Source: an optimization exercise on an open RTL-to-GDS flow (aim: small area). Production flows keep margins and buffers that such runs may drop. In this exercise RTL edits were held to simulation tests only and were not proved equivalent to the original. Power figures rest on the tool's default switching activity, not on a simulated workload.

## config.mk

```make
export PLATFORM = sky130hd
export DESIGN_NAME = idct_dequant_loader
export DESIGN_NICKNAME = idct_dequant_loader
export VERILOG_FILES = /design/flow/design.v
export SDC_FILE = /design/flow/constraint.sdc
export NUM_CORES = 4
export LEC_CHECK = 0
export CAP_MARGIN = 20
export CORE_MARGIN = 2
export CORE_UTILIZATION = 40
export SLEW_MARGIN = 20
```

## constraint.sdc

```tcl
create_clock -name core_clock -period 10.0 [get_ports {clk}]
set_input_delay 2.0000 -clock core_clock [delete_from_list [all_inputs] [get_ports {clk}]]
set_output_delay 2.0000 -clock core_clock [all_outputs]
set_load 0.01 [all_outputs]
```

## design.v

```verilog
module idct_quant_ram #(
   parameter int WQ = 8,
   parameter logic [64*6-1:0] ZIGZAG = '0
)
(
   input  logic          clk,
   input  logic          rst,
   input  logic          q_we,
   input  logic [5:0]    q_addr,
   input  logic [WQ-1:0] q_data,
   input  logic [5:0]    rd_pos,
   output logic [WQ-1:0] rd_data
);
   logic [WQ-1:0] mem [64];
   logic [WQ-1:0] wdata;
   logic [63:0]   ld;
   assign wdata = rst ? WQ'(1) : q_data;
   always_comb
      for (int i = 0; i < 64; i++)
         ld[i] = rst || (q_we && q_addr == ZIGZAG[i*6 +: 6]);
   always_ff @(posedge clk)
      for (int i = 0; i < 64; i++)
         mem[i] <= ({WQ{ld[i]}} & wdata) | ({WQ{!ld[i]}} & mem[i]);
   assign rd_data = mem[rd_pos];
endmodule
module idct_dequant_loader #(
   parameter int WIN   = 12,    
   parameter int WCOEF = 12,    
   parameter int WQ    = 8      
)
(
   input  logic                    clk,
   input  logic                    rst,
   input  logic                    s_valid,
   output logic                    s_ready,
   input  logic signed [WCOEF-1:0] s_coef,
   input  logic                    s_last,
   input  logic                    q_we,
   input  logic [5:0]              q_addr,
   input  logic [WQ-1:0]           q_data,
   output logic [64*WIN-1:0]       out_block,
   output logic                    out_valid,
   output logic [15:0]             blk_count
);
   localparam int NCOEF = 64;
   localparam logic [NCOEF*6-1:0] ZIGZAG = {
      6'd63, 6'd62, 6'd55, 6'd47, 6'd54, 6'd61, 6'd60, 6'd53,
      6'd46, 6'd39, 6'd31, 6'd38, 6'd45, 6'd52, 6'd59, 6'd58,
      6'd51, 6'd44, 6'd37, 6'd30, 6'd23, 6'd15, 6'd22, 6'd29,
      6'd36, 6'd43, 6'd50, 6'd57, 6'd56, 6'd49, 6'd42, 6'd35,
      6'd28, 6'd21, 6'd14, 6'd7, 6'd6, 6'd13, 6'd20, 6'd27,
      6'd34, 6'd41, 6'd48, 6'd40, 6'd33, 6'd26, 6'd19, 6'd12,
      6'd5, 6'd4, 6'd11, 6'd18, 6'd25, 6'd32, 6'd24, 6'd17,
      6'd10, 6'd3, 6'd2, 6'd9, 6'd16, 6'd8, 6'd1, 6'd0
   };
   logic [5:0]             k;
   logic                   restart;
   logic                   pend;
   logic [5:0]             pos;
   logic                   accept;
   logic                   blk_end;
   logic [WQ-1:0]          q_val;
   logic [WIN-1:0]         p_lo;
   logic                   ovf;
   logic [WIN-1:0]         sat;
   logic [NCOEF*WIN-1:0]   buffer;    
   assign s_ready = !rst && !q_we;
   assign accept  = s_valid && s_ready;
   assign pos     = restart ? 6'd0 : k;
   assign blk_end = s_last || (pos == 6'd63);
   idct_quant_ram #(.WQ(WQ), .ZIGZAG(ZIGZAG)) u_qram (
      .clk     (clk),
      .rst     (rst),
      .q_we    (q_we),
      .q_addr  (q_addr),
      .q_data  (q_data),
      .rd_pos  (pos),
      .rd_data (q_val)
   );
   logic                   sgn;
   logic [WQ-1:0]          big;       
   logic                   ovf_big;
   assign p_lo = WIN'(s_coef) * WIN'(q_val);
   assign sgn  = s_coef[WCOEF-1];
   always_comb begin
      for (int j = 0; j < WQ; j++) begin
         big[j] = 1'b0;
         for (int i = 0; i < WCOEF-1; i++)
            if (i + 2 >= WIN + 1 - j)
               big[j] = big[j] | (s_coef[i] ^ sgn);
      end
   end
   assign ovf_big = |(big & q_val);
   assign ovf     = ovf_big || ((p_lo[WIN-1] ^ sgn) && (q_val != '0));
   assign sat     = ovf ? {sgn, {(WIN-1){!sgn}}} : p_lo;
   always_ff @(posedge clk) begin
      if (rst) begin
         restart <= 1'b1;
         pend    <= 1'b0;
      end else begin
         pend <= accept && blk_end;
         if (accept) begin
            restart <= blk_end;
            k       <= blk_end ? pos : pos + 6'd1;
         end
      end
   end
   logic [NCOEF-1:0] wr;
   always_comb
      for (int j = 0; j < NCOEF; j++)
         wr[j] = accept && pos == 6'(j);
   always_ff @(posedge clk)
      for (int j = 0; j < NCOEF; j++)
         buffer[j*WIN +: WIN] <= ({WIN{wr[j]}} & sat) |
                                 ({WIN{!wr[j]}} & buffer[j*WIN +: WIN]);
   logic [NCOEF-1:0] pub;
   logic             hold;
   always_comb
      for (int j = 0; j < NCOEF; j++)
         pub[j] = pend && !rst && 6'(j) <= k;
   assign hold = !pend && !rst;
   always_ff @(posedge clk)
      for (int j = 0; j < NCOEF; j++)
         out_block[ZIGZAG[j*6 +: 6]*WIN +: WIN] <=
            ({WIN{pub[j]}} & buffer[j*WIN +: WIN]) |
            ({WIN{hold}} & out_block[ZIGZAG[j*6 +: 6]*WIN +: WIN]);
   always_ff @(posedge clk) begin
      if (rst) begin
         out_valid <= 1'b0;
         blk_count <= '0;
      end else begin
         out_valid <= pend;
         if (pend)
            blk_count <= blk_count + 16'd1;
      end
   end
endmodule
```

## run.sh

```bash
#!/bin/bash
# synth_recipe.tcl (not shown) runs the flow's synth.tcl, then flattens the netlist and writes it again
# the make line also repeats each setting of config.mk as NAME=value (left out here)
make -C /OpenROAD-flow-scripts/flow DESIGN_CONFIG=/design/flow/config.mk WORK_HOME=/design/flow/orfs CLKGATE_MAP_FILE= SYNTH_SCRIPT=/design/flow/synth_recipe.tcl finish
```

==> results of run 1 <==
[worst reg2reg max path, delay by kind of cell, from the launching register on]
family | cells | cell delay (ps)
and+or+nand+nor | 9 | 3170
adders and majority gates | 5 | 2250
AOI/OAI and AO/OA | 6 | 1000
xor gates and xnor gates | 2 | 1000
buffers and inverters | 6 | 910
DFF | 1 | 570
[cell usage after synthesis, types with 24 or more instances]
cell type,instances
edfxtp_1,1286
and3_1,34
nor3_1,60
a22oi_1,29
nand2_1,111
a21oi_1,55
inv_1,85
and2_1,30
nor2_1,157
clkbuf_1,238
ha_1,24
dfxtp_1,787
o21bai_1,27
a21o_1,58
a22o_1,773
mux2i_1,34
fa_1,36
nand4_1,64
buf_2,32
nand3_1,222
[cells by family (layout without fill, tap and decap cells)]
family | Yosys count | after routing
and+or+nand+nor | 820 | 820
other | 0 | 3
AOI/OAI and AO/OA | 1116 | 1116
adders and majority gates | 60 | 60
xor gates and xnor gates | 38 | 38
DFF | 2073 | 2073
muxes | 50 | 50
buffers and inverters | 393 | 1465
[power breakdown]
| part | switching [mW] | total [mW] | internal [mW] |
|---|---|---|---|
| sequential | 0.0939 | 10.7 | 10.6 |
| clock | 3.32 | 7.75 | 4.43 |
| combinational | 2.84 | 3.63 | 0.791 |
[how the worst max path moves through the flow]
| stage | to | depth (start not counted) | slack, ps | startpoint |
|---|---|---|---|---|
| after global routing | flop | 29 | 20 | k[1]$_DFFE_PP_ |
| after floorplan | flop | 35 | 20 | restart$_SDFFE_PP1P_ |
| after detailed placement | flop | 28 | 630 | restart$_SDFFE_PP1P_ |
| final | flop | 28 | 460 | restart$_SDFFE_PP1P_ |
| after CTS | flop | 28 | 570 | restart$_SDFFE_PP1P_ |
| after global placement | flop | 25 | 650 | k[2]$_DFFE_PP_ |
[placed cells by master, fill, tap and decap left out, types with 17 or more instances in the layout]
master	netlist	final
nor3_1	60	27
a22o_1	773	773
mux2i_1	34	34
a21oi_1	55	39
nand2_1	111	110
ha_1	24	24
clkinv_1	3	26
fa_1	36	36
nor2_2	0	25
clkbuf_1	238	67
dfxtp_1	787	786
a22oi_1	29	29
clkinv_2	0	22
a32oi_1	21	21
o21ai_0	20	20
buf_4	8	164
edfxtp_1	1286	1286
xnor2_1	18	18
clkdlybuf4s50_1	0	815
bufinv_16	0	19
and2_1	30	29
clkbuf_16	0	203
o211ai_1	20	20
inv_1	85	85
clkbuf_8	0	21
nor2_1	157	130
xor2_1	17	17
nand4_1	64	64
nor3_2	0	21
nor4_1	23	22
and3_1	34	34
a21o_1	58	58
buf_12	0	17
nand3_1	222	222
[metal layers]
layer	up-vias	wire length, microns
li1	19600	-
met1	23900	98200
met2	2675	124000
met3	479	21900
met4	10	13800
met5	-	59
[per-stage QoR]
step | util | instances | setup slack (ps)
after CTS | 0.508 | 7977 | 566
after global placement | 0.470 | 7596 | 646
after floorplan | - | 4550 | 16.8
final | 0.508 | 7980 | 457
after global routing | 0.508 | 7977 | 24.9
after detailed placement | 0.470 | 7596 | 634
[layout make-up]
class | count | area [sq um] | share of cell area
diodes | 3 | 7.51 | 0.0000830
clock buffers | 291 | 5620 | 0.0621
clock inverters | 90 | 1190 | 0.0132
inverters | 88 | 330 | 0.00365
multi-input cells | 2084 | 16300 | 0.180
flip-flops and latches | 2073 | 54400 | 0.601
well taps | 2355 | 2950 | 0.0326
repair buffers | 996 | 9730 | 0.108
==> impl_metrics.yaml, run 1 <==
pwr:
  ir_drop_mv: 0.457
  power.density_nw_per_um2: 244
  p_leak_nw: 31.6
  total_power_mw: 22.1
timing:
  fin_crit_sh: 0.954
  worst_pin_slew_ps: 1300
  fmaxAchievable_mhz: 105
  rsz0062_at_grt: "no"
  whs_ps: 405
  finalSetupViolCount: 0
  finalHoldViolCount: 0
  fin_crit_ps: 9540
  drv_slew: 0
  finalClockSkew_ps: 67.1
  maxSlewHeadroom: 0.131
  tns_ps: 0
synthesis:
  synth_top_family_by_area: "compound AO/OA/AOI/OAI gates"
  synth.area.mux_share: 0.00727
  synth_compound_area_frac: 0.131
  synth_top_cells_by_area: "edfxtp_1 (54%), dfxtp_1 (22%), a22o_1 (9.5%), nand3_1 (1.6%), clkbuf_1 (1.2%)"
  synth_cell_types: 87
  yosysTopAreaCell: "edfxtp_1"
  syn_area_per_cell_sq_um: 15.7
  synth_top_area_share: 0.540
  synth_ff_type: "edfxtp_1"
  synthXorXnorAreaFrac: 0.00524
  synthSimpleGateAreaFrac: 0.0606
  synth_nets: 4641
  ys_warn_count: 3
  syn-cell-area_sq_um: 71600
  synthArstFlopShare: 0
  synth_edf_count: 1286
  yosys_register_bits: 2073
  synth_fa_ha_area_frac: 0.0143
  syn-instance-count: 4550
  ys_seq_area_frac: 0.760
floorplanning:
  io-pin-count: 817
  rows: 155
  die_w_microns: 427
  die_area_sq_um: 182000
  core_sq_um: 178000
  fp.dieH_microns: 427
  initial_core_util: 0.402
flow_run:
  maxCapViolCount: 0
worst_setup_path:
  r2r_cells: 28
  path_buf_inv: 6
  required_ps: 10420
  cp.arrival_ps: 9960
  path_class: "reg -> reg"
  slowest_stage: "or4_1"
  ff2ff_setup_slack_ps: 460
  endpoint_kind: "flop"
  r2r_start: "restart$_SDFFE_PP1P_"
  startpoint_type: "flop"
  critPathMaxStageDelay_ps: 760
  worstPathMaxFanout: 64
  critical-path-top-delay-family: "simple AND/OR/NAND/NOR gates"
clocking:
  cts_setup_buffers: 0
  clock_sinks: 2073
  ctsResizeCount: 0
  cts_tree: "yes"
  clockRootBuffer: "clkbuf_16"
  clock_latency_ps: 870
  cts_max_level: 4
  ctsHoldBuffers: 0
  ctsLongestPathBuffers: 3
  clk_pin_slew_ps: 60
  numCtsBuffers: 201
global_route:
  grt_antenna_before_repair: 6
  use_met3: 0.0529
  gr-total-overflow: 0
  grt_util_met1: 0.351
  grt_pass1_vias: 43600
  grt_util_all_layers: 0.275
  grt.busiest_layer: "met2"
  grt_util_met2: 0.449
  grt_pass1_wl_microns: 353000
  grt_max_degree: 173
placed_design:
  place_area_sq_um: 83600
  port-buffer-count: 816
  gp_congestion: 0.934
  hpwl_microns: 177000
min_path:
  min_delay_worst_endpoint: "out_block[396]$_DFF_P_"
  hold_path_depth: 1
  holdCritPathClass: "reg -> reg"
cells_and_area:
  final_area_sq_um: 90500
  fill_cells: 14800
  syn2layout_area_growth_pct: 26.4
  final_nets: 5535
  final_layout_size_suffix_gt1_frac: 0.112
detailed_routing:
  drt-total-wl_microns: 258000
  avgViaCountPerCell: 5.85
  ant_nets: 0
  drc_errors: 0
  vias: 46600
  firstDrtPassIters: 5
  wl_per_cell_microns: 32.3
  dr.first_iter.drc_count: 6192
outcome:
  outcome: "no timing/DRC/antenna violations"
==> run 2: changes to the inputs <==
==> flow/run.sh (new file) <==
#!/bin/bash
# The standard layout (the standard.sh: standard synthesis, floorplan,
# placement, CTS, routing), with two knobs the flow settings do not reach:
# port buffers use the smallest buffer cell, and CTS inserts no dummy loads.
set -euo pipefail
export BUFFER_PORTS_ARGS="-buffer_cell sky130_fd_sc_hd__buf_1"
export CTS_ARGS="-sink_clustering_enable -repair_clock_nets -buf_list ${CTS_BUF_LIST:-sky130_fd_sc_hd__clkbuf_4} -dont_use_dummy_load"
bash standard.sh finish > standard_flow.log 2>&1
==> standard.sh (new file) <==
#!/bin/bash
# synth_recipe.tcl (not shown) runs the flow's synth.tcl, then flattens the netlist and writes it again
# the make line also repeats each setting of config.mk as NAME=value (left out here)
make -C /OpenROAD-flow-scripts/flow DESIGN_CONFIG=/design/flow/config.mk WORK_HOME=/design/flow/orfs CLKGATE_MAP_FILE= SYNTH_SCRIPT=/design/flow/synth_recipe.tcl "${@:-finish}"
--- a/config.mk
+++ b/config.mk
@@ -9,3 +9,4 @@
 export CORE_MARGIN = 2
-export CORE_UTILIZATION = 40
+export CORE_UTILIZATION = 60
+export CTS_BUF_LIST = sky130_fd_sc_hd__clkbuf_4
 export SLEW_MARGIN = 20
removed: run.sh
==> impl_metrics.yaml, run 2 <==
outcome:
  outcome: "no timing/DRC/antenna violations"
worst_setup_path:
  worstPathMaxFanout: 64
  cp.arrival_ps: 10450
  slowest_stage: "nor4_1"
  critPathMaxStageDelay_ps: 880
  endpoint_kind: "flop"
  required_ps: 10870
  path_class: "reg -> reg"
  startpoint_type: "flop"
synthesis:
  yosys_register_bits: 2073
  synthXorXnorAreaFrac: 0.00524
  synth_cell_types: 87
  synth_top_family_by_area: "compound AO/OA/AOI/OAI gates"
  synthArstFlopShare: 0
  synth.area.mux_share: 0.00727
  yosysMostFrequentCell: "edfxtp_1"
  synth_nets: 4641
  synth_compound_area_frac: 0.131
  synth_top_cells_by_area: "edfxtp_1 (54%), dfxtp_1 (22%), a22o_1 (9.5%), nand3_1 (1.6%), clkbuf_1 (1.2%)"
  synth_ff_type: "edfxtp_1"
  syn-instance-count: 4550
  syn-cell-area_sq_um: 71600
  yosys-top-cells-count: "edfxtp_1 (1286), dfxtp_1 (787), a22o_1 (773)"
  ys_warn_count: 3
  synth_fa_ha_area_frac: 0.0143
  syn_area_per_cell_sq_um: 15.7
  ys_seq_area_frac: 0.760
  synthSimpleGateAreaFrac: 0.0606
  synth_top_area_share: 0.540
  synth_edf_count: 1286
  yosysTopAreaCell: "edfxtp_1"
cells_and_area:
  final_util: 0.691
  final_cell_mix: "edfxtp_1 (1286), buf_1 (815), dfxtp_1 (786)"
  mostFrequentLayoutCell: "edfxtp_1"
  final_layout_size_suffix_gt1_frac: 0.151
  syn2layout_area_growth_pct: 14.1
  fill_cells: 8315
  finalNonFillerCells: 7335
  final_area_sq_um: 81700
  final_nets: 5882
pwr:
  power.density_nw_per_um2: 241
  ir_drop_mv: 0.432
  total_power_mw: 19.7
  p_leak_nw: 29.0
detailed_routing:
  firstDrtPassIters: 8
  drt-total-wl_microns: 247000
  avgViaCountPerCell: 6.67
  dr.first_iter.drc_count: 6958
  vias: 48900
  wl_per_cell_microns: 33.7
  ant_nets: 0
  drc_errors: 0
clocking:
  cts_max_level: 6
  clock_sinks: 2073
  ctsResizeCount: 0
  ctsLongestPathBuffers: 4
  cts_setup_buffers: 0
  numCtsBuffers: 534
  cts_tree: "yes"
  clock_latency_ps: 1300
  clk_pin_slew_ps: 70
  clockRootBuffer: "clkbuf_4"
  ctsHoldBuffers: 0
timing:
  whs_ps: 382
  worst_pin_slew_ps: 1300
  tns_ps: 0
  worst_slack_ps: 429
  fmaxAchievable_mhz: 104
  rsz0062_at_grt: "no"
  finalHoldViolCount: 0
  fin_crit_sh: 0.957
  drv_slew: 0
  finalSetupViolCount: 0
  maxSlewHeadroom: 0.124
  fin_crit_ps: 9570
  finalClockSkew_ps: 121
placed_design:
  place_area_sq_um: 77600
  gp_congestion: 1.00
  hpwl_microns: 167000
  dp_slack_ps: 557
  port-buffer-count: 816
  place_inst: 6790
floorplanning:
  core_sq_um: 118000
  initial_core_util: 0.605
  die_area_sq_um: 122000
  rows: 126
  die_w_microns: 349
  fp.dieH_microns: 349
  io-pin-count: 817
global_route:
  grt_pass1_vias: 45700
  grt_pass1_wl_microns: 339000
  grt_util_all_layers: 0.397
  grt_max_degree: 210
  grt_antenna_before_repair: 8
  gr-total-overflow: 0
flow_run:
  maxCapViolCount: 0
min_path:
  holdCritPathClass: "reg -> reg"
-- run 2: cell type report --
type / count / area (sq um) / area share
flip-flops and latches: 2073 / 54400 / 0.666
multi-input cells: 2084 / 16200 / 0.199
repair buffers: 1010 / 4770 / 0.0585
clock buffers: 534 / 4010 / 0.0491
well taps: 1536 / 1920 / 0.0235
inverters: 88 / 330 / 0.00405
diodes: 10 / 25.0 / 0.000306
-- run 2: worst paths after layout --
kind / depth (start not counted) / startpoint / slack [ps] / to
worst min register to register: 1 / flop / 380 / out_block[261]$_DFF_P_
worst max-delay path: 31 / k[1]$_DFFE_PP_ / 430 / flop
worst max register to register: 31 / k[1]$_DFFE_PP_ / 430 / flop
worst min-delay path: 1 / flop / 380 / out_block[261]$_DFF_P_
-- run 2: metal layers --
| layer | global-route usage | wire length (microns) | vias to the layer above |
|---|---|---|---|
| met4 | 0.249 | 16800 | 2 |
| met2 | 0.601 | 113000 | 3651 |
| met3 | 0.105 | 27400 | 696 |
| met5 | 0 | 13 | - |
| li1 | - | - | 20300 |
| met1 | 0.514 | 90600 | 24300 |
-- run 2: cell families after synthesis --
kind of cell               count (synthesis)
DFF                                     2073
adders and majority gates                 60
muxes                                     50
AOI/OAI and AO/OA                       1116
buffers and inverters                    393
xor gates and xnor gates                  38
and+or+nand+nor                          820
-- run 2: power by group --
part           internal (mW)  switching, mW  leakage (nW)
clock network           2.44           2.90          2.46
registers               10.6         0.0940          18.2
logic                  0.681           2.97          8.37
total                   13.7           5.96          29.0
-- run 2: worst max-delay path: cells and delay by family, from the launching register on --
kind	cells	cell delay [ps]
compound gates	6	1170
xor+xnor	2	660
fa+ha+maj	6	2710
buf+inv	10	2100
flops	1	350
simple gates	7	2000
==> run 3: changes to the inputs <==
--- a/design.v
+++ b/design.v
@@ -20,6 +20,21 @@
          ld[i] = rst || (q_we && q_addr == ZIGZAG[i*6 +: 6]);
+   for (genvar i = 0; i < 64; i++) begin : g_ent
+      idct_hold_word #(.W(WQ)) u_ent (
+         .clk (clk), .ld (ld[i]), .keep (!ld[i]), .d (wdata), .q (mem[i])
+      );
+   end
+   assign rd_data = mem[rd_pos];
+endmodule
+module idct_hold_word #(
+   parameter int W = 8
+)
+(
+   input  logic         clk,
+   input  logic         ld,
+   input  logic         keep,
+   input  logic [W-1:0] d,
+   output logic [W-1:0] q
+);
    always_ff @(posedge clk)
-      for (int i = 0; i < 64; i++)
-         mem[i] <= ({WQ{ld[i]}} & wdata) | ({WQ{!ld[i]}} & mem[i]);
-   assign rd_data = mem[rd_pos];
+      q <= ({W{ld}} & d) | ({W{keep}} & q);
 endmodule
@@ -111,6 +126,8 @@
          wr[j] = accept && pos == 6'(j);
-   always_ff @(posedge clk)
-      for (int j = 0; j < NCOEF; j++)
-         buffer[j*WIN +: WIN] <= ({WIN{wr[j]}} & sat) |
-                                 ({WIN{!wr[j]}} & buffer[j*WIN +: WIN]);
+   for (genvar j = 0; j < NCOEF; j++) begin : g_buf
+      idct_hold_word #(.W(WIN)) u_slot (
+         .clk (clk), .ld (wr[j]), .keep (!wr[j]), .d (sat),
+         .q (buffer[j*WIN +: WIN])
+      );
+   end
    logic [NCOEF-1:0] pub;
@@ -121,7 +138,8 @@
    assign hold = !pend && !rst;
-   always_ff @(posedge clk)
-      for (int j = 0; j < NCOEF; j++)
-         out_block[ZIGZAG[j*6 +: 6]*WIN +: WIN] <=
-            ({WIN{pub[j]}} & buffer[j*WIN +: WIN]) |
-            ({WIN{hold}} & out_block[ZIGZAG[j*6 +: 6]*WIN +: WIN]);
+   for (genvar j = 0; j < NCOEF; j++) begin : g_out
+      idct_hold_word #(.W(WIN)) u_pos (
+         .clk (clk), .ld (pub[j]), .keep (hold), .d (buffer[j*WIN +: WIN]),
+         .q (out_block[ZIGZAG[j*6 +: 6]*WIN +: WIN])
+      );
+   end
    always_ff @(posedge clk) begin
==> run.sh (new file) <==
#!/bin/bash
# synth_recipe.tcl (not shown) runs the flow's synth.tcl, then flattens the netlist and writes it again
# the make line also repeats each setting of config.mk as NAME=value (left out here)
make -C /OpenROAD-flow-scripts/flow DESIGN_CONFIG=/design/flow/config.mk WORK_HOME=/design/flow/orfs CLKGATE_MAP_FILE= SYNTH_SCRIPT=/design/flow/synth_recipe.tcl finish
--- a/config.mk
+++ b/config.mk
@@ -9,4 +9,5 @@
 export CORE_MARGIN = 2
-export CORE_UTILIZATION = 60
-export CTS_BUF_LIST = sky130_fd_sc_hd__clkbuf_4
+export CORE_UTILIZATION = 40
 export SLEW_MARGIN = 20
+export SYNTH_HIERARCHICAL = 1
+export SYNTH_MINIMUM_KEEP_SIZE = 0
removed: flow/run.sh
removed: standard.sh
==> impl_metrics.yaml, run 3 <==
timing:
  finalSetupViolCount: 0
  finalClockSkew_ps: 72.0
  finalHoldViolCount: 0
  maxSlewHeadroom: 0.142
  worst_pin_slew_ps: 1280
  rsz0062_at_grt: "no"
  worst_slack_ps: 469
  fmaxAchievable_mhz: 105
  drv_slew: 0
  fin_crit_ps: 9530
  fin_crit_sh: 0.953
  tns_ps: 0
worst_setup_path:
  path_class: "reg -> reg"
  endpoint_kind: "flop"
  required_ps: 10750
  startpoint_type: "flop"
  worstPathMaxFanout: 64
  cp.arrival_ps: 10280
synthesis:
  synth_top_cells_by_area: "dfxtp_1 (57%), a22o_1 (22%), buf_6 (5.1%), a22o_2 (3.5%), fa_1 (0.99%)"
  synth_top_area_share: 0.569
  synthArstFlopShare: 0
  synthXorXnorAreaFrac: 0.00480
  synth_top_family_by_area: "compound AO/OA/AOI/OAI gates"
  synth_ff_type: "dfxtp_1"
  yosys_register_bits: 2073
  syn-cell-area_sq_um: 72700
  yosysTopAreaCell: "dfxtp_1"
  ys_warn_count: 11
  synth_nets: 6021
  yosysMostFrequentCell: "dfxtp_1"
  synthSimpleGateAreaFrac: 0.0429
  synth_edf_count: 6
  syn-instance-count: 5929
  ys_seq_area_frac: 0.572
  synth_cell_types: 78
  synth_compound_area_frac: 0.292
  synth_fa_ha_area_frac: 0.0142
  yosys-top-cells-count: "dfxtp_1 (2067), a22o_1 (1814), buf_6 (328)"
  synth.area.mux_share: 0.00303
  syn_area_per_cell_sq_um: 12.3
global_route:
  gr-total-overflow: 0
  grt_max_degree: 191
  grt_pass1_wl_microns: 419000
  grt_antenna_before_repair: 17
  grt_util_all_layers: 0.313
  grt_pass1_vias: 51900
clocking:
  cts_tree: "yes"
  clockRootBuffer: "clkbuf_16"
  ctsLongestPathBuffers: 3
  ctsHoldBuffers: 0
  cts_max_level: 4
  clk_pin_slew_ps: 60
  clock_sinks: 2073
  clock_latency_ps: 870
  ctsResizeCount: 0
  cts_setup_buffers: 0
  numCtsBuffers: 205
cells_and_area:
  final_nets: 6695
  syn2layout_area_growth_pct: 21.3
  final_layout_size_suffix_gt1_frac: 0.124
  reg_top3: "g_buf.u_slot.q x768, g_out.u_pos.q x768, u_qram.g_ent.u_ent.q x512"
  final_cell_mix: "dfxtp_1 (2067), a22o_1 (1814), clkdlybuf4s50_1 (815)"
  fill_cells: 16000
  mostFrequentLayoutCell: "dfxtp_1"
  final_util: 0.488
  finalNonFillerCells: 9152
  multi_input_area_sq_um: 26400
  seqCellArea_sq_um: 41600
placed_design:
  place_inst: 8766
  gp_congestion: 0.967
  port-buffer-count: 816
  dp_slack_ps: 659
  hpwl_microns: 213000
pwr:
  power.density_nw_per_um2: 232
  total_power_mw: 20.4
  ir_drop_mv: 0.371
  p_leak_nw: 35.3
floorplanning:
  die_w_microns: 430
  rows: 156
  initial_core_util: 0.402
  core_sq_um: 181000
  io-pin-count: 817
  die_area_sq_um: 185000
  fp.dieH_microns: 430
detailed_routing:
  drc_errors: 0
  firstDrtPassIters: 7
  wl_per_cell_microns: 33.2
  dr.first_iter.drc_count: 6507
  avgViaCountPerCell: 6.20
  drt-total-wl_microns: 304000
  ant_nets: 0
  vias: 56700
min_path:
  holdCritPathClass: "reg -> reg"
flow_run:
  maxCapViolCount: 0
outcome:
  outcome: "no timing/DRC/antenna violations"
[run 3: changes by cell type after synthesis, sizes merged, moves of 27 or more]
cell    delta
a22oi     +51
nand3    -156
buf      +358
nand2     +36
nor2      -54
a22o    +1297
nor3      -33
clkbuf   -154
edfxtp  -1280
a32oi     +53
dfxtp   +1280
o21bai    -27
and2      +27
inv      +102
[run 3: layout make-up]
class                      instances  area share
tap                             2370      0.0336
inverter                         189     0.00804
clock inverter                    76      0.0108
timing repair buffer             976       0.109
sequential                      2073       0.471
antenna                           10    0.000284
clock buffer                     300      0.0679
multi-input combinational       3158       0.299
[run 3: power breakdown]
group	total (mW)	switching, mW	internal, mW
logic	3.71	2.69	1.02
registers	8.85	0.246	8.61
clock network	7.88	3.44	4.44
total	20.4	6.38	14.1
[run 3: logic make-up (layout without fill, tap and decap cells)]
| group | count (synthesis) | after routing |
|---|---|---|
| fa+ha+maj | 61 | 61 |
| compound gates | 2446 | 2446 |
| flops | 2073 | 2073 |
| buf+inv | 698 | 1541 |
| simple gates | 595 | 595 |
| xor+xnor | 35 | 35 |
| mux | 21 | 21 |
| other cells | 0 | 10 |
[run 3: stage by stage]
step / instance area (sq um) / hold slack, ps
final: 88200 / 417
after global routing: 88200 / 446
after global placement: 81200 / 444
after detailed placement: 81300 / 446
after floorplan: 72700 / 431
after CTS: 88200 / 428
[run 3: worst paths after layout]
path	start	to	slack, ps	cells after the start
min reg2reg	g_buf[52].u_slot.q[2]$_DFF_P_	g_out[52].u_pos.q[2]$_DFF_P_	420	1
max reg2reg	k[0]$_DFFE_PP_	g_buf[24].u_slot.q[4]$_DFF_P_	470	25
max	k[0]$_DFFE_PP_	g_buf[24].u_slot.q[4]$_DFF_P_	470	25
min	g_buf[52].u_slot.q[2]$_DFF_P_	g_out[52].u_pos.q[2]$_DFF_P_	420	1
[run 3: per-layer routing]
metal / part of all wire / wire length [microns] / global-route usage
met4: 0.068 / 20600 / 0.186
met1: 0.40 / 121000 / 0.398
met3: 0.077 / 23500 / 0.0586
met5: 0.00017 / 52 / 0
met2: 0.46 / 138000 / 0.495
[run 3: worst max-delay path, cell delays in order (launching register included)]
cell	delay (ps)
edfxtp_1	550
nand2b_1	220
inv_1	430
buf_4	430
or4b_2	730
nor2_1	810
a22oi_1	330
o211ai_1	200
nor4_1	80
buf_4	160
a21oi_1	270
buf_4	260
nand2_1	80
fa_1	490
fa_1	520
fa_1	530
fa_1	440
xor2_1	190
xnor3_1	390
xnor3_2	490
xnor3_1	490
nand2_2	130
nand2_4	180
a21oi_4	240
buf_12	390
a22o_1	230

what the ideal ports hide:
How much do the figures lean on ideal ports? The routed layouts below were timed once more, with nothing changed but the port constraints. Step 1 (the two cells are an assumption about what drives the block):
set clk [get_ports {clk}]
set_driving_cell -lib_cell sky130_fd_sc_hd__clkbuf_16 $clk
set_driving_cell -lib_cell sky130_fd_sc_hd__buf_2 [delete_from_list [all_inputs] $clk]
Step 2, shift: input delay + t, output delay - t, t = (earliest + latest rising clock arrival at the registers) / 2. This alone moves slack from input paths to output paths. a / b / c = no drivers / after step 1 / after step 2; a / b = the first two.
| run | t, ns | slack for setup (ns) | hold slack, ns | pins driven straight from the clock port |
|---|---|---|---|---|
| run 1 | 0.921 | 0.456 / 0.457 / 0.457 | 0.405 / 0.405 / 0.405 | 1 |
| run 2 | 1.312 | 0.429 / 0.429 / 0.429 | 0.382 / 0.382 / 0.382 | 1 |
| run 3 | 0.927 | 0.469 / 0.469 / 0.469 | 0.417 / 0.417 / 0.417 | 1 |
After both steps setup and hold are still met in every run listed.
